Context: an optimization exercise on an open-source flow, tuned for small area and a short achievable clock period. The choices shown serve that exercise and are no tape-out recipe.

== main ==
// csr_unit
module csr_unit (
  input  logic        clk_i,
  input  logic        rst_ni,
  input  logic        req_valid_i,
  output logic        req_ready_o,
  input  logic [1:0]  req_op_i,
  input  logic [11:0] req_addr_i,
  input  logic [31:0] req_wdata_i,
  output logic        rsp_valid_o,
  input  logic        rsp_ready_i,
  output logic [31:0] rsp_rdata_o,
  output logic        rsp_illegal_o,
  input  logic        trap_valid_i,
  input  logic [31:0] trap_cause_i,
  input  logic [31:0] trap_epc_i,
  input  logic [31:0] trap_tval_i,
  input  logic        mret_valid_i,
  input  logic        retire_i,
  output logic [31:0] mtvec_o,
  output logic [31:0] mepc_o,
  output logic        mstatus_mie_o
);
  localparam int N_SEL      = 12;
  localparam int S_ILL      = 0;    
  localparam int S_MSTATUS  = 1;
  localparam int S_MISA     = 2;
  localparam int S_MIE      = 3;
  localparam int S_MTVEC    = 4;
  localparam int S_MCNTINH  = 5;
  localparam int S_MSCRATCH = 6;
  localparam int S_MEPC     = 7;
  localparam int S_MCAUSE   = 8;
  localparam int S_MTVAL    = 9;
  localparam int S_MCYCLE   = 10;
  localparam int S_MINSTRET = 11;
  logic        slot_v_q;
  logic        op_w_q, op_s_q, op_c_q;   
  logic        op_wr_q;                  
  logic [N_SEL-1:0] sel_q;
  logic [31:0] wdata_q;
  logic        rsp_v_q;
  logic [31:0] rsp_rdata_q;
  logic        rsp_ill_q;
  logic        stage_ready;
  logic        commit;
  logic        is_rd;
  logic [N_SEL-1:0] sel_d;
  assign stage_ready = !rsp_v_q || rsp_ready_i;
  logic        full_q;
  assign req_ready_o = !full_q || rsp_ready_i;
  logic        slot_load;
  assign slot_load   = !slot_v_q || stage_ready;
  assign commit      = slot_v_q && stage_ready;
  assign is_rd = (req_op_i == csr_pkg::CSR_OP_READ);
  always_comb begin
    sel_d = '0;
    case (req_addr_i)
      12'h300:       sel_d[S_MSTATUS]  = 1'b1;
      12'h301:          if (is_rd) sel_d[S_MISA] = 1'b1; else sel_d[S_ILL] = 1'b1;
  ...
Size in the first run: about 1,800 cells after synthesis, roughly 340 flip-flops, ~250 I/O pins, ~16,000 µm² of cells after synthesis.
clock: 3.5 ns
lec_check: 0
cap_margin: 20
core_margin: 2
core_utilization: 40
setup_slack_margin: 1.6
slew_margin: 20
standard.sh (not shown) runs the stock make flow with config.mk's settings and CLKGATE_MAP_FILE= SYNTH_SCRIPT=/design/flow/synth_recipe.tcl, a recipe that flattens the netlist after the stock synthesis.
==> flow/flow/run.sh <==
#!/bin/bash
cp standard.sh std_copy.log
export BUFFER_PORTS_ARGS="-buffer_cell sky130_fd_sc_hd__buf_1"
export CTS_ARGS="-sink_clustering_enable -repair_clock_nets -buf_list {sky130_fd_sc_hd__clkbuf_8 sky130_fd_sc_hd__clkbuf_16} -root_buf sky130_fd_sc_hd__clkbuf_16 -sink_clustering_buffer sky130_fd_sc_hd__clkbuf_8 -dont_use_dummy_load"
bash standard.sh > standard_flow.log 2>&1
#### Input delta (the feature branch over main)
--- a/flow/design.v
+++ b/flow/design.v
@@ -77,26 +77,23 @@
   logic        op_wr_q;                  
   logic [N_SEL-1:0] sel_q;
   logic [31:0] wdata_q;
   logic        rsp_v_q;
   logic [31:0] rsp_rdata_q;
   logic        rsp_ill_q;
   logic        stage_ready;
   logic        commit;
   logic        is_rd;
   logic [N_SEL-1:0] sel_d;
   assign stage_ready = !rsp_v_q || rsp_ready_i;
-  logic        full_q;
-  assign req_ready_o = !full_q || rsp_ready_i;
-  logic        slot_load;
-  assign slot_load   = !slot_v_q || stage_ready;
+  assign req_ready_o = !slot_v_q || stage_ready;
   assign commit      = slot_v_q && stage_ready;
   assign is_rd = (req_op_i == csr_pkg::CSR_OP_READ);
   always_comb begin
     sel_d = '0;
     case (req_addr_i)
       12'h300:       sel_d[S_MSTATUS]  = 1'b1;
       12'h301:          if (is_rd) sel_d[S_MISA] = 1'b1; else sel_d[S_ILL] = 1'b1;
       12'h304:           sel_d[S_MIE]      = 1'b1;
       12'h305:         sel_d[S_MTVEC]    = 1'b1;
       12'h320: sel_d[S_MCNTINH]  = 1'b1;
       12'h340:      sel_d[S_MSCRATCH] = 1'b1;
@@ -107,35 +104,35 @@
       12'hB02:      sel_d[S_MINSTRET] = 1'b1;
       12'hF11,
       12'hF12,
       12'hF13,
       12'hF14:       if (!is_rd) sel_d[S_ILL] = 1'b1;
       default:                 sel_d[S_ILL] = 1'b1;
     endcase
   end
   always_ff @(posedge clk_i or negedge rst_ni) begin
     if (!rst_ni) begin
       slot_v_q <= 1'b0;
-    end else if (slot_load) begin
+    end else if (req_ready_o) begin
       slot_v_q <= req_valid_i;
     end
   end
   always_ff @(posedge clk_i or negedge rst_ni) begin
     if (!rst_ni) begin
       op_wr_q <= 1'b0;
-    end else if (slot_load) begin
+    end else if (req_ready_o) begin
       op_wr_q <= req_valid_i && !is_rd;
     end
   end
   always_ff @(posedge clk_i) begin
-    if (slot_load) begin
+    if (req_ready_o) begin
       op_w_q  <= (req_op_i == csr_pkg::CSR_OP_WRITE);
       op_s_q  <= (req_op_i == csr_pkg::CSR_OP_SET);
       op_c_q  <= (req_op_i == csr_pkg::CSR_OP_CLEAR);
       sel_q   <= sel_d;
       wdata_q <= req_wdata_i;
     end
   end
   logic        mstatus_mie_q;
   logic        mstatus_mpie_q;
   logic [31:0] mie_q;
   logic        mie_set_q;
@@ -168,30 +165,22 @@
           | ({32{sel_q[S_MTVAL] & mtval_set_q}} & mtval_q)
           | ({32{sel_q[S_MCYCLE]}} & mcycle_q)
           | ({32{sel_q[S_MINSTRET]}} & minstret_q);
   end
   always_ff @(posedge clk_i or negedge rst_ni) begin
     if (!rst_ni) begin
       rsp_v_q <= 1'b0;
     end else if (stage_ready) begin
       rsp_v_q <= slot_v_q;
     end
   end
-  always_ff @(posedge clk_i or negedge rst_ni) begin
-    if (!rst_ni) begin
-      full_q <= 1'b0;
-    end else begin
-      full_q <= (slot_load ? req_valid_i : slot_v_q) &&
-                (stage_ready ? slot_v_q : rsp_v_q);
-    end
-  end
   always_ff @(posedge clk_i) begin
     if (stage_ready) begin
       rsp_rdata_q <= rdata;
       rsp_ill_q   <= sel_q[S_ILL];
     end
   end
   assign rsp_valid_o   = rsp_v_q;
   assign rsp_rdata_o   = rsp_rdata_q;
   assign rsp_illegal_o = rsp_ill_q;
   logic        wr;
   logic        we_mstatus, we_mie, we_mtvec, we_mcntinh, we_mscratch;
[summary]
From main to the feature branch the numbers moved as follows: clock network contribution to total cell area has remained practically unchanged, finished layout cell area decreased about 3%, final count of hold timing violations barely changed. Of the two values seen for termination of the worst setup path, req_ready_o was produced by the feature branch and minstret_q[19] by main. The feature branch against main: detailed placement HPWL moved up; routed wire length moved down; area of the multi-input gates moved up. Relative to main, synthesis-to-layout area growth has gone down in the feature branch.
No functional check of the RTL was part of any run of this note.

-- re-timing with driven ports --
How much do the figures lean on ideal ports? The routed layouts below were timed once more, with nothing changed but the port constraints.
Step 1 (the two cells are an assumption about what drives the block):
set clk [get_ports {clk_i}]
set_driving_cell -lib_cell sky130_fd_sc_hd__clkbuf_16 $clk
set_driving_cell -lib_cell sky130_fd_sc_hd__buf_2 [delete_from_list [all_inputs] $clk]
Step 2 moves the port delays by t, midway between the first and last clock arrival at a register: inputs arrive t later, outputs are due t later. That takes back most of the time a late clock gives input paths.
Slacks: ideal / step 1 / step 2; pairs: ideal / step 1.
run | t (ns) | setup WS [ns] | worst slew at a driven data input, ns
main | 0.603 | 1.424 / 1.424 / 1.035 | 0.05
the feature branch | 0.599 | 1.441 / 1.385 / 0.970 | 0.08
After both steps setup and hold are still met in every run listed. The setup slack of the feature branch, which loses most, moves by -0.056 ns with the drivers and by -0.471 ns with both steps.
